Source: an optimization exercise on an open RTL-to-GDS flow (aim: small area, a short achievable clock period and few clock cycles). Production flows keep margins and buffers that such runs may drop.
The RTL was checked by simulation tests, not by an equivalence proof against the original design.
Power is estimated from default activity; no workload was simulated.

File: flow/config.mk
export PLATFORM = sky130hd
export DESIGN_NAME = mc16_cpu
export DESIGN_NICKNAME = mc16_cpu
export VERILOG_FILES = /design/flow/design.v
export SDC_FILE = /design/flow/constraint.sdc
export NUM_CORES = 4
export LEC_CHECK = 0
export CAP_MARGIN = 20
export CORE_MARGIN = 2
export CORE_UTILIZATION = 40
export SETUP_SLACK_MARGIN = 5
export SLEW_MARGIN = 40
export SYNTH_HIERARCHICAL = 1
export SYNTH_MINIMUM_KEEP_SIZE = 0
export TNS_END_PERCENT = 10
File: flow/constraint.sdc
create_clock -name core_clock -period 10.0 [get_ports {clock}]
set_input_delay 2.0000 -clock core_clock [delete_from_list [all_inputs] [get_ports {clock}]]
set_output_delay 2.0000 -clock core_clock [all_outputs]
set_load 0.01 [all_outputs]
File: flow/design.v
`timescale 1ns/10ps
module mc16_cpu
(
    input  logic                      clock,
    input  logic                      rst_n,
    input  logic                      load_en,
    input  logic [8-1:0] load_addr,
    input  logic [16-1:0]    load_data,
    input  logic [16-1:0]    io_in,
    output logic [16-1:0]    io_out,
    output logic                      io_strobe,
    output logic                      halted
);
    logic        rst_q;
    logic [15:0] io_in_q;
    always_ff @(posedge clock)
    begin
        rst_q   <= rst_n;
        io_in_q <= io_in;
    end
    logic [15:0] ram [256];
    logic [7:0]  mar;
    logic [7:0]  mo_lo_n, me_lo_n;    
    logic [15:0] mo_hi_n, me_hi_n;    
    logic [127:0] wl_o, wl_e;
    logic [15:0]  rd_o, rd_e;
    logic [15:0]  or8_o [16];
    logic [15:0]  or8_e [16];
    always_comb
        for (int i = 0; i < 128; i++)
        begin
            wl_o[i] = !(mo_hi_n[i / 8] | mo_lo_n[i % 8]);
            wl_e[i] = !(me_hi_n[i / 8] | me_lo_n[i % 8]);
        end
    for (genvar b = 0; b < 16; b++)
    begin : g_col
        for (genvar k = 0; k < 16; k++)
        begin : g_or8
            logic [7:0] d_o, d_e;
            for (genvar j = 0; j < 8; j++)
            begin : g_w
                assign d_o[j] = ram[2*(8*k+j)+1][b];
                assign d_e[j] = ram[2*(8*k+j)][b];
            end
            mc16_or8 i_or8_o (.wl(wl_o[8*k +: 8]), .d(d_o), .y(or8_o[b][k]));
            mc16_or8 i_or8_e (.wl(wl_e[8*k +: 8]), .d(d_e), .y(or8_e[b][k]));
        end
        assign rd_o[b] = |or8_o[b];
        assign rd_e[b] = |or8_e[b];
    end
    logic        wp_we;
    logic [7:0]  wp_addr;
    logic [15:0] wp_data;
    always_ff @(posedge clock)
    begin
        if (wp_we)
            ram[wp_addr] <= wp_data;
    end
    logic [7:0]  mar1, mar2;
    logic [15:0] w0, w1;
    assign mar1 = mar + 8'd1;
    assign mar2 = mar + 8'd2;
    assign w0 = (wp_we && wp_addr == mar)  ? wp_data : (mar[0] ? rd_o : rd_e);
    assign w1 = (wp_we && wp_addr == mar1) ? wp_data : (mar[0] ? rd_e : rd_o);
    logic [15:0] regs [16];
    logic        q0_v, q1_v;
    logic [15:0] q0_ir, q1_ir;
    logic [7:0]  q0_addr, q1_addr;
    logic [7:0]  q0_pnext, q1_pnext;    
    logic        e_valid;
    logic [3:0]  e_op;
    logic [3:0]  e_rd;
    logic [15:0] e_a, e_b, e_c;
    logic        e_cin;
    logic [7:0]  e_saddr;     
    logic [7:0]  e_pc1;       
    logic [7:0]  e_tgt;       
    logic        e_mt;        
    logic        e_mnt;       
    logic [7:0]  fpc;         
    logic        btb_v;
    logic [7:0]  btb_key;
    logic [7:0]  btb_tgt;
    logic e_run;
    assign e_run = e_valid && !halted;
    logic e_is_alu, e_is_lw, e_is_sw, e_is_beq, e_is_in, e_is_out, e_is_halt, e_wr;
    assign e_is_alu  = e_op[3:2] == 2'b00 || e_op == 4'd4;
    assign e_is_lw   = e_op == 4'd5;
    assign e_is_sw   = e_op == 4'd6;
    assign e_is_beq  = e_op == 4'd7;
    assign e_is_in   = e_op == 4'd8;
    assign e_is_out  = e_op == 4'd9;
    assign e_is_halt = e_op >= 4'd10;
    assign e_wr      = e_run && (e_is_alu || e_is_lw || e_is_in);
    logic [15:0] e_alu, e_res;
    always_comb
    begin
        case (e_op)
            4'd2:    e_alu = e_a & e_b;
            4'd3:    e_alu = e_a | e_b;
            default: e_alu = e_a + e_b + {15'd0, e_cin};
        endcase
        if (e_is_lw)
            e_res = w0;
        else if (e_is_in)
            e_res = io_in_q;
        else
            e_res = e_alu;
    end
    logic taken;
    assign taken = e_run && e_is_beq && e_a == e_c;
    logic smc, redirect;
    logic [7:0] cn;
    assign smc      = e_run && e_is_sw && ((q0_v && e_saddr == q0_addr) || (q1_v && e_saddr == q1_addr) ||
                                        e_saddr == mar || e_saddr == mar1);
    assign redirect = e_run && ((taken ? !e_mt : !e_mnt) || smc);
    assign cn       = taken ? e_tgt : e_pc1;
    logic ld_cycle;
    assign ld_cycle = e_run && e_is_lw;
    always_ff @(posedge clock)
    begin
        for (int i = 0; i < 16; i++)
        begin
            if (!rst_q)
                regs[i] <= '0;
            else if (e_wr && e_rd == 4'(i))
                regs[i] <= e_res;
        end
    end
    always_ff @(posedge clock)
    begin
        if (!rst_n)
        begin
            wp_we   <= load_en;
            wp_addr <= load_addr;
            wp_data <= load_data;
        end
        else
        begin
            wp_we   <= e_run && e_is_sw;
            wp_addr <= e_saddr;
            wp_data <= e_c;
        end
    end
    always_ff @(posedge clock)
    begin
        if (!rst_n)
        begin
            halted    <= 1'b0;
            io_strobe <= 1'b0;
            btb_v     <= 1'b0;
        end
        else
        begin
            io_strobe <= e_run && e_is_out;
            if (e_run && e_is_halt)
                halted <= 1'b1;
            if (taken)
                btb_v <= 1'b1;
        end
    end
    always_ff @(posedge clock)
    begin
        if (e_run && e_is_out)
            io_out <= e_a;
        if (taken)
        begin
            btb_key <= e_pc1;
            btb_tgt <= e_tgt;
        end
    end
    logic [3:0] d_op, d_rd, d_rs1, d_rs2;
    assign d_op  = q0_ir[15:12];
    assign d_rd  = q0_ir[11:8];
    assign d_rs1 = q0_ir[7:4];
    assign d_rs2 = q0_ir[3:0];
    logic [15:0] d_imm;
    assign d_imm = {{12{q0_ir[3]}}, q0_ir[3:0]};
    logic [15:0] r1, r2, r3;
    assign r1 = regs[d_rs1];
    assign r2 = regs[d_rs2];
    assign r3 = regs[d_rd];
    logic [15:0] a_byp, b_byp, c_byp;
    assign a_byp = (e_wr && e_rd == d_rs1) ? e_res : r1;
    assign b_byp = (e_wr && e_rd == d_rs2) ? e_res : r2;
    assign c_byp = (e_wr && e_rd == d_rd)  ? e_res : r3;
    logic       d_mem, d_is_lw, d_stall, d_issue;
    logic [7:0] d_maddr;
    assign d_is_lw = d_op == 4'd5;
    assign d_mem   = d_op == 4'd5 || d_op == 4'd6;
    assign d_maddr = r1[7:0] + d_imm[7:0];
    assign d_stall = d_mem && e_wr && e_rd == d_rs1;
    assign d_issue = q0_v && !d_stall && !redirect && !halted;
    logic [7:0] d_pc1, d_tgt;
    assign d_pc1 = q0_addr + 8'd1;
    assign d_tgt = d_pc1 + d_imm[7:0];
    always_ff @(posedge clock)
    begin
        if (!rst_n)
            e_valid <= 1'b0;
        else if (!halted)
            e_valid <= d_issue;
    end
    always_ff @(posedge clock)
    begin
        begin
            e_op    <= d_op;
            e_rd    <= d_rd;
            e_a     <= a_byp;
            e_b     <= d_op == 4'd1 ? ~b_byp : (d_op[2] ? d_imm : b_byp);
            e_cin   <= d_op == 4'd1;
            e_c     <= c_byp;
            e_saddr <= d_maddr;
            e_pc1   <= d_pc1;
            e_tgt   <= d_tgt;
            e_mt    <= q0_pnext == d_tgt;
            e_mnt   <= q0_pnext == d_pc1;
        end
    end
    logic       hit0, hit1;
    logic [7:0] pn0, pn1;
    assign hit0 = btb_v && btb_key == mar1;
    assign hit1 = btb_v && btb_key == mar2;
    assign pn0  = hit0 ? btb_tgt : mar1;
    assign pn1  = hit1 ? btb_tgt : mar2;
    logic fetch;    
    assign fetch = !ld_cycle && !redirect && !halted;
    logic       r1_v;       
    logic       r_full;     
    logic [15:0] r_ir;
    logic [7:0]  r_addr, r_pnext;
    always_comb
    begin
        r_full  = q0_v && q1_v && !d_issue;
        r1_v    = 1'b0;
        r_ir    = q1_ir;
        r_addr  = q1_addr;
        r_pnext = q1_pnext;
        if (q0_v && !d_issue && !q1_v)
        begin
            r1_v    = 1'b1;
            r_ir    = q0_ir;
            r_addr  = q0_addr;
            r_pnext = q0_pnext;
        end
        else if (d_issue && q1_v)
            r1_v = 1'b1;
    end
    logic take0, take1;    
    assign take0 = fetch && !r_full;
    assign take1 = fetch && !r_full && !r1_v && !hit0;
    logic [7:0] f_next;    
    always_comb
    begin
        if (redirect)
            f_next = cn;
        else if (ld_cycle)
            f_next = fpc;
        else if (take1)
            f_next = pn1;
        else if (take0)
            f_next = pn0;
        else
            f_next = mar;
    end
    logic [7:0] mar_d, po_d, pe_d;
    assign mar_d = (d_issue && d_is_lw) ? d_maddr : f_next;
    assign po_d  = {1'b0, mar_d[7:1]};
    assign pe_d  = ({1'b0, mar_d[7:1]}) + {7'd0, mar_d[0]};
    always_ff @(posedge clock)
    begin
        if (!rst_n)
        begin
            q0_v    <= 1'b0;
            q1_v    <= 1'b0;
            mar     <= 8'd0;
            mo_lo_n <= ~8'd1;
            mo_hi_n <= ~16'd1;
            me_lo_n <= ~8'd1;
            me_hi_n <= ~16'd1;
        end
        else
        begin
            if (redirect)
            begin
                q0_v <= 1'b0;
                q1_v <= 1'b0;
            end
            else if (!halted)
            begin
                q0_v <= r_full || r1_v || take0;
                q1_v <= r_full || (r1_v && take0) || take1;
            end
            mar     <= mar_d;
            mo_lo_n <= ~(8'd1 << po_d[2:0]);
            mo_hi_n <= ~(16'd1 << po_d[6:3]);
            me_lo_n <= ~(8'd1 << pe_d[2:0]);
            me_hi_n <= ~(16'd1 << pe_d[6:3]);
        end
    end
    always_ff @(posedge clock)
    begin
        if (!r_full)
        begin
            if (r1_v)
            begin
                q0_ir    <= r_ir;
                q0_addr  <= r_addr;
                q0_pnext <= r_pnext;
                q1_ir    <= w0;
                q1_addr  <= mar;
                q1_pnext <= pn0;
            end
            else
            begin
                q0_ir    <= w0;
                q0_addr  <= mar;
                q0_pnext <= pn0;
                q1_ir    <= w1;
                q1_addr  <= mar1;
                q1_pnext <= pn1;
            end
        end
        if (d_issue && d_is_lw)
            fpc <= f_next;
    end
endmodule
module mc16_or8
(
    input  logic [7:0] wl,
    input  logic [7:0] d,
    output logic       y
);
    assign y = |(wl & d);
endmodule
File: flow/run.sh
#!/bin/bash
# synth_recipe.tcl (not shown) runs the flow's synth.tcl, then flattens the netlist and writes it again
# the make line also repeats each setting of config.mk as NAME=value (left out here)
make -C /OpenROAD-flow-scripts/flow DESIGN_CONFIG=/design/flow/config.mk WORK_HOME=/design/flow/orfs CLKGATE_MAP_FILE= SYNTH_SCRIPT=/design/flow/synth_recipe.tcl finish
==> run_results.csv, run 1 <==
group,metric,value,unit
outcome,status,"finished clean",
setup_path,r2r_slack,4.77,ns
global_routing,grt_max_degree,154,
timing,worst_pin_slew,0.927,ns
global_routing,antenna_found_initial,31,
floorplanning,start_util,0.402,
synthesis,yosysMostFrequentCell,"edfxtp_1",
timing,min_period,5.23,ns
timing,fin_skew,0.123,ns
power,p_total,51700,uW
synthesis,syn_nets,10700,
route,drc_errors,0,
synthesis,synthFlopType,"edfxtp_1",
setup_path,arrival,6.14,ns
route,vias,108000,
floorplanning,coreArea,432000,um^2
setup_path,r2r-end,"e_b[3]",
synthesis,ys_ff_latch,4643,
timing,finalHoldViolations,0,
setup_path,critPathRequiredTime,10.91,ns
setup_path,r2r-start,"mo_lo_n[5]",
route,dr.pass1.iters,8,
job,max_cap_violations,0,
power,p_per_area,256,nW/um^2
route,finalWirelength,553000,um
cells_and_area,nFillCells,36300,
hold_path,hold_path_class,"reg -> reg",
route,met2_wirelength,252000,um
route,route.met3.wl,57900,um
synthesis,ys_types,87,
clock_tree,clkTransAtPathRegs,0.06,ns
clock_tree,ctsHoldBuffers,0,
synthesis,synth_area_leaders,"edfxtp_1, a22oi_1, dfxtp_1",
floorplanning,die-area,439000,um^2
power,p_leak,0.0654,uW
synthesis,syn_inst,10600,
hold_path,min_delay_path_depth,0,
timing,setup_viol,0,
cells_and_area,drive_above_1_share,0.137,
setup_path,crit_type,"reg -> reg",
route,viasPerCell,6.17,
clock_tree,clock-sinks,4643,
cells_and_area,nets,11600,
synthesis,synth_edf_count,4200,
power,ir_drop,174,uV
timing,slew_viol_final,0,
timing,setup_slack,4.77,ns
synthesis,seq_area_frac_synth,0.778,
timing,grt_setup_unrepaired,"yes",
placed_design,port_buffers,60,
setup_path,cp-start-kind,"flop",
cells_and_area,post-route-util,0.467,
setup_path,reg2reg_depth,16,
hold_path,min-delay-start,"q0_ir[15]",
floorplanning,io_pins,61,
route,ant_nets,0,
route,drt-initial-drc-count,15900,
timing,maxClockFrequency,191,MHz
global_routing,grt_usage,0.243,
floorplanning,num_rows,241,
timing,slew_headroom,0.376,
global_routing,grt_overflow,0,
clock_tree,clock_latency,1.03,ns
placed_design,gp_congestion,0.924,
synthesis,synth_commonest_cells,"edfxtp_1, a22oi_1, nor2_1, nand4_1, dfxtp_1",
placed_design,pre_cts_ws,3.42,ns
clock_tree,cts_buffers,458,
synthesis,netlist_area,174000,um^2
floorplanning,die_width,663,um
timing,period_share,0.523,
clock_tree,clockRootBuffer,"clkbuf_16",
placed_design,post_dp_cell_area,186000,um^2
route,post_drt_wl_per_cell,31.4,um
synthesis,async_flop_share,0,
cells_and_area,final_area,202000,um^2
clock_tree,htree_levels,5,
timing,finalSetupTns,0,ns
route,top_layer,"met5",
floorplanning,dieHeight,663,um
clock_tree,cts_tree,"yes",
placed_design,hpwl,342000,um
synthesis,synth_top_area_frac,0.727,
route,wl_met1,218000,um
synthesis,yosysTopAreaCell,"edfxtp_1",
clock_tree,clock_tree.buffer_depth,4,
cells_and_area,syn_to_final_growth,16.2,%
synthesis,syn_avg_cell_area,16.4,um^2
global_routing,grt_pass1_vias,104000,
setup_path,path_max_fanout,19,
hold_path,hold_end,"e_op[3]",
global_routing,grt_pass1_wl,773000,um
synthesis,yosysWarnings,11,
setup_path,end_kind,"flop",
==> placed cells by master, fill, tap and decap left out, drive strengths merged, types with 11 or more instances in the layout <==
cell           netlist  final
edfxtp            4200   4200
a22oi             2293   2293
buf                 38    711
nor2               703    703
nand4              622    622
clkbuf             298    585
dfxtp              443    443
nand2              371    371
clkinv               1    209
o211a              169    169
nor4               145    145
o21ai              144    144
a21oi              143    143
mux2i              133    133
xnor2               98     98
nand3               96     96
inv                 78     90
nor2b               79     79
xor2                67     67
clkdlybuf4s50        0     59
nor3                58     58
ha                  52     52
a221oi              45     45
a22o                44     44
o22ai               42     42
bufinv               0     33
mux2                32     32
o211ai              20     20
nand2b              19     19
diode                0     13
a31oi               13     13
a211oi              11     11
==> Yosys stat by module, one instance, submodules excluded <==
module | flip-flops and latches | cells inside | cell area (um^2)
mc16_or8 | 0 | 5 | 36.3
mc16_cpu | 4643 | 8029 | 155000
==> worst max-delay path by stage <==
stage	startpoint	endpoint	slack, ns	cells past startpoint
detailed placement	mar[2]	me_hi_n[7]	3.42	21
CTS	mo_lo_n[3]	e_b[8]	4.80	15
global route	q0_ir[5]	me_hi_n[3]	4.73	20
floorplan	e_a[14]	me_hi_n[7]	4.94	16
finish	mo_lo_n[5]	e_b[3]	4.77	16
global placement	mar[2]	me_hi_n[7]	3.27	21
==> final cells by class <==
| cell class | instances | area (um^2) | area share |
|---|---|---|---|
| Sequential cell | 4643 | 135000 | 0.670 |
| Multi-Input combinational cell | 5531 | 38100 | 0.189 |
| Clock buffer | 585 | 12200 | 0.0606 |
| Tap cell | 5710 | 7140 | 0.0354 |
| Timing Repair Buffer | 770 | 6420 | 0.0318 |
| Clock inverter | 261 | 2390 | 0.0119 |
| Inverter | 79 | 307 | 0.00152 |
| Antenna cell | 13 | 32.5 | 0.000161 |
==> per-layer routing <==
layer | up-vias | global-route usage
met5 | - | 0
met3 | 1295 | 0.0542
li1 | 45800 | -
met2 | 6224 | 0.377
met4 | 8 | 0.0976
met1 | 55100 | 0.332
==> critical path, stage by stage (launching register included) <==
cell     delay, ns
dfxtp_1       0.31
buf_4         0.51
nor2_1        0.36
buf_4         0.28
a22oi_1       0.22
nand4_1       0.31
nor4_1        0.74
nand4_1       0.66
nor2_1        0.24
nor3_1        0.08
a21oi_1       0.47
nand2_1       0.12
o21ai_1       0.09
buf_4         0.26
mux2i_1       0.13
xnor2_1       0.15
o21ai_0       0.20
==> timing repair <==
action,in CTS,in global routing
gates cloned,0,0
pin swaps,8,4
endpoints found under the setup margin,114,186
gates resized for setup,54,9
setup buffers,21,2
==> logic make-up after synthesis <==
kind of cell	share of synthesized area
adder cells (fa/ha/maj)	0.00421
multiplexers	0.00975
buffers and inverters	0.00919
AND/OR/NAND/NOR	0.0612
flip-flops	0.778
XOR/XNOR	0.00846
AO/OA/AOI/OAI	0.129
==> sequential cells by signal, summed over array words and instances, names as in the netlist, 16 cells and up <==
signal / cells
ram: 4096
regs: 256
e_a: 16
e_b: 16
e_c: 16
io_in_q: 16
io_out: 16
me_hi_n: 16
mo_hi_n: 16
q0_ir: 16
q1_ir: 16
wp_data: 16
==> report_power, final <==
part	internal, uW	total [uW]	switching (uW)
Clock	9480	16800	7300
Sequential	23000	24000	962
Combinational	2750	11000	8230
Total	35200	51700	16500
==> metrics by stage <==
step           cells  hold WS [ns]
6_report       17600         0.437
2_1_floorplan  10600         0.346
5_1_grt        17600         0.444
4_1_cts        17600         0.428
3_5_place_dp   16700         0.417
3_3_place_gp   16700         0.410
Testbench counts, summed over its fixed seeds: cycles 69,558.
==> run 2, diff against run 1 <==
--- a/flow/design.v
+++ b/flow/design.v
@@ -194,6 +194,8 @@
     logic [7:0] d_pc1, d_tgt;
     assign d_pc1 = q0_addr + 8'd1;
     assign d_tgt = d_pc1 + d_imm[7:0];
+    logic d_redir;
+    assign d_redir = d_issue && d_op == 4'd7 && q0_ir[3] && q0_pnext != d_tgt;
     always_ff @(posedge clock)
     begin
         if (!rst_n)
@@ -213,8 +215,8 @@
             e_saddr <= d_maddr;
             e_pc1   <= d_pc1;
             e_tgt   <= d_tgt;
-            e_mt    <= q0_pnext == d_tgt;
-            e_mnt   <= q0_pnext == d_pc1;
+            e_mt    <= d_redir || q0_pnext == d_tgt;
+            e_mnt   <= !d_redir && q0_pnext == d_pc1;
         end
     end
     logic       hit0, hit1;
@@ -224,7 +226,7 @@
     assign pn0  = hit0 ? btb_tgt : mar1;
     assign pn1  = hit1 ? btb_tgt : mar2;
     logic fetch;    
-    assign fetch = !ld_cycle && !redirect && !halted;
+    assign fetch = !ld_cycle && !redirect && !d_redir && !halted;
     logic       r1_v;       
     logic       r_full;     
     logic [15:0] r_ir;
@@ -254,6 +256,8 @@
     begin
         if (redirect)
             f_next = cn;
+        else if (d_redir)
+            f_next = d_tgt;
         else if (ld_cycle)
             f_next = fpc;
         else if (take1)
@@ -281,7 +285,7 @@
         end
         else
         begin
-            if (redirect)
+            if (redirect || d_redir)
             begin
                 q0_v <= 1'b0;
                 q1_v <= 1'b0;
==> flow/flow/run.sh (new file) <==
#!/bin/bash
# The standard layout, with timing repair aiming at a 3.8 ns period instead
# of stopping at 5 ns (SETUP_SLACK_MARGIN is limited to 5 in config.mk).
set -euo pipefail
bash standard.sh SETUP_SLACK_MARGIN=6.2 finish > standard.log 2>&1
==> flow/standard.sh (new file) <==
#!/bin/bash
# synth_recipe.tcl (not shown) runs the flow's synth.tcl, then flattens the netlist and writes it again
# the make line also repeats each setting of config.mk as NAME=value (left out here)
make -C /OpenROAD-flow-scripts/flow DESIGN_CONFIG=/design/flow/config.mk WORK_HOME=/design/flow/orfs CLKGATE_MAP_FILE= SYNTH_SCRIPT=/design/flow/synth_recipe.tcl "${@:-finish}"
--- a/flow/config.mk
+++ b/flow/config.mk
@@ -8,7 +8,6 @@
 export CAP_MARGIN = 20
 export CORE_MARGIN = 2
 export CORE_UTILIZATION = 40
-export SETUP_SLACK_MARGIN = 5
 export SLEW_MARGIN = 40
 export SYNTH_HIERARCHICAL = 1
 export SYNTH_MINIMUM_KEEP_SIZE = 0
removed: flow/run.sh
==> run_results.csv, run 2 <==
group,metric,value,unit
global_routing,grt_max_degree,173,
synthesis,syn_inst,10800,
placed_design,hpwl,344000,um
clock_tree,clock-sinks,4643,
synthesis,yosysMostFrequentCell,"edfxtp_1",
power,p_total,54700,uW
global_routing,antenna_found_initial,27,
setup_path,arrival,5.92,ns
global_routing,grt_overflow,0,
placed_design,port_buffers,60,
cells_and_area,regMostFlops,"ram",
cells_and_area,top_regs,"ram: 4096 flops, regs: 256 flops",
route,dr.pass1.iters,9,
global_routing,grtUsageMet1,0.334,
setup_path,cp-startpoint,"q0_addr[0]",
outcome,status,"finished clean",
timing,slew_viol_final,0,
power,ir_drop,223,uV
clock_tree,cts_buffers,451,
global_routing,grt_pass1_wl,781000,um
floorplanning,start_util,0.401,
cells_and_area,drive_above_1_share,0.170,
synthesis,async_flop_share,0,
floorplanning,num_rows,242,
cells_and_area,final_area,206000,um^2
placed_design,post_dp_cell_area,187000,um^2
power,p_per_area,265,nW/um^2
floorplanning,coreArea,434000,um^2
synthesis,syn_nets,10900,
route,drt-initial-drc-count,16400,
floorplanning,dieHeight,664,um
route,drc_errors,0,
cells_and_area,largest_reg_flops,4096,
synthesis,ys_types,100,
timing,finalHoldViolations,0,
clock_tree,htree_levels,5,
power,p_leak,0.0649,uW
timing,grt_setup_unrepaired,"yes",
timing,min_period,5.09,ns
route,viasPerCell,6.17,
floorplanning,die_width,664,um
job,max_cap_violations,0,
global_routing,grt_usage,0.244,
synthesis,synth_commonest_cells,"edfxtp_1, a22oi_1, nor2_1, nand4_1, dfxtp_1",
global_routing,grt_busiest_layer,"met2",
cells_and_area,nets,11900,
cells_and_area,final_cell_mix,"edfxtp_1, a22oi_1, nor2_1",
setup_path,critPathRequiredTime,10.84,ns
cells_and_area,final_common_cell,"edfxtp_1",
route,ant_nets,0,
clock_tree,clkTransAtPathRegs,0.07,ns
setup_path,crit_type,"reg -> reg",
global_routing,grt_pass1_vias,106000,
setup_path,path_max_fanout,8,
clock_tree,clock_latency,1.03,ns
route,post_drt_wl_per_cell,31.3,um
synthesis,synth_edf_count,4200,
cells_and_area,syn_to_final_growth,18.5,%
synthesis,yosysTopAreaCell,"edfxtp_1",
global_routing,met3_usage,0.0511,
timing,slew_headroom,0.303,
clock_tree,ctsHoldBuffers,0,
route,vias,111000,
timing,period_share,0.509,
timing,timing.hold.ws,0.413,ns
synthesis,yosysWarnings,11,
route,finalWirelength,563000,um
timing,finalSetupTns,0,ns
floorplanning,die-area,440000,um^2
clock_tree,clockRootBuffer,"clkbuf_16",
synthesis,netlist_area,174000,um^2
hold_path,hold_path_class,"reg -> reg",
clock_tree,cts_tree,"yes",
setup_path,cp-start-kind,"flop",
timing,setup_viol,0,
timing,fin_skew,0.104,ns
synthesis,synthFlopType,"edfxtp_1",
setup_path,end_kind,"flop",
global_routing,use_met2,0.377,
clock_tree,clock_tree.buffer_depth,4,
synthesis,ys_ff_latch,4643,
synthesis,seq_area_frac_synth,0.776,
synthesis,syn_avg_cell_area,16.2,um^2
placed_design,gp_congestion,0.926,
setup_path,r2r-start,"q0_addr[0]",
floorplanning,io_pins,61,
synthesis,synth_top_area_frac,0.725,
timing,maxClockFrequency,196,MHz
synthesis,synth_area_leaders,"edfxtp_1, a22oi_1, dfxtp_1",
timing,worst_pin_slew,1.05,ns
hold_path,min-delay-start,"q0_ir[15]",
run 2: cell count changes in the layout (fill, tap and decap cells not counted), moves of 61 or more:
cell,delta
buf_4,+89
o211a_1,-168
buf_6,+61
nand2_1,-121
a211oi_1,+155
nor2_1,+163
nor2b_1,-61
run 2: kinds of logic (layout without fill, tap and decap cells):
family,Yosys count,count (layout),synth area share
multiplexers,138,138,0.00832
buffers and inverters,443,1896,0.0100
AND/OR/NAND/NOR,2200,2200,0.0624
XOR/XNOR,157,157,0.00832
flip-flops,4643,4643,0.776
other,0,37,0
adder cells (fa/ha/maj),56,56,0.00420
AO/OA/AOI/OAI,3126,3128,0.131
run 2: final timing paths:
check                             endpoint  slack, ns  depth (start not counted)
worst max-delay path            me_hi_n[5]       4.91                         24
worst min-delay path               e_op[3]       0.41                          0
worst max register to register  me_hi_n[5]       4.91                         24
worst min register to register     e_op[3]       0.41                          0
run 2: metal layers:
metal / vias to the layer above / share of wire
met5: - / 0.00021
met4: 14 / 0.047
met3: 1242 / 0.10
met2: 6534 / 0.45
met1: 56400 / 0.39
li1: 46800 / -
run 2: final cells by class:
cell class	instances	area (um^2)
antenna	37	92.6
sequential	4643	135000
timing repair buffer	965	8620
fill	36300	228000
timing repair inverter	1	6.26
multi-input combinational	5679	40000
clock buffer	562	12000
inverter	88	357
tap	5734	7170
clock inverter	280	2840
run 2: modules after synthesis (local to each module, per instance):
module	cells	copies in the design
mc16_or8	5	512
mc16_cpu	8203	1
run 2: power breakdown:
part / total (uW) / internal [uW] / switching (uW) / leakage, uW
registers: 24100 / 23000 / 1010 / 0.0419
logic: 13700 / 4200 / 9460 / 0.0158
clock network: 17000 / 9630 / 7360 / 0.00723
run 2: repair_timing:
action,4_1_cts,5_1_grt
resized for setup,178,276
buffers inserted,96,102
setup endpoints to repair,528,453
cloned,4,9
pin swaps,57,103
run 2: worst max-delay path, cell delays in order, from the launching register on:
cell and delay (ns):
edfxtp_1 0.53, buf_4 0.18, nand3_1 0.12, xnor2_2 0.23
ha_2 0.35, nor2_1 0.22, a21oi_4 0.06, and3b_1 0.19
a2111o_1 0.42, nor3_4 0.19, buf_6 0.15, a21oi_4 0.08
buf_6 0.14, a211o_1 0.25, a211oi_2 0.26, a211o_1 0.25
nor2_2 0.07, nor2_4 0.12, ha_4 0.21, nand2_4 0.06
nor4_4 0.19, buf_4 0.19, xor2_2 0.15, buf_6 0.17
o2111ai_4 0.12
run 2: per-stage QoR:
step                      std cells   util  setup WS (ns)
after global routing          18000  0.475           4.76
after global placement        16900  0.429           3.53
after floorplan               10800      -           5.07
after CTS                     17800  0.469           4.98
final                         18000  0.475           4.91
after detailed placement      16900  0.431           3.25
Testbench counts of run 2, summed over its fixed seeds: cycles 68,229.

[afterwards: timing with drivers on the ports]
The flow's constraints put no driver on any port. The routed layouts listed below were extracted and timed again, unchanged, in two steps.
Step 1, drivers: a clkbuf_16 drives clock and a buf_2 each remaining input, both assumed.
Step 2, shift: input delay + t, output delay - t, t = (earliest + latest rising clock arrival at the registers) / 2. This alone moves slack from input paths to output paths.
Three values: ideal, step 1, step 2; two values: the first two.
| run | t (ns) | slack for setup (ns) | hold slack, ns | worst data-port slew with drivers (ns) | pins driven straight from the clock port |
|---|---|---|---|---|---|
| run 1 | 1.082 | 4.770 / 4.770 / 4.770 | 0.437 / 0.437 / 0.437 | 0.27 | 1 |
| run 2 | 1.091 | 4.911 / 4.911 / 4.911 | 0.413 / 0.413 / 0.413 | 0.06 | 1 |
After both steps setup and hold are still met in every run listed.
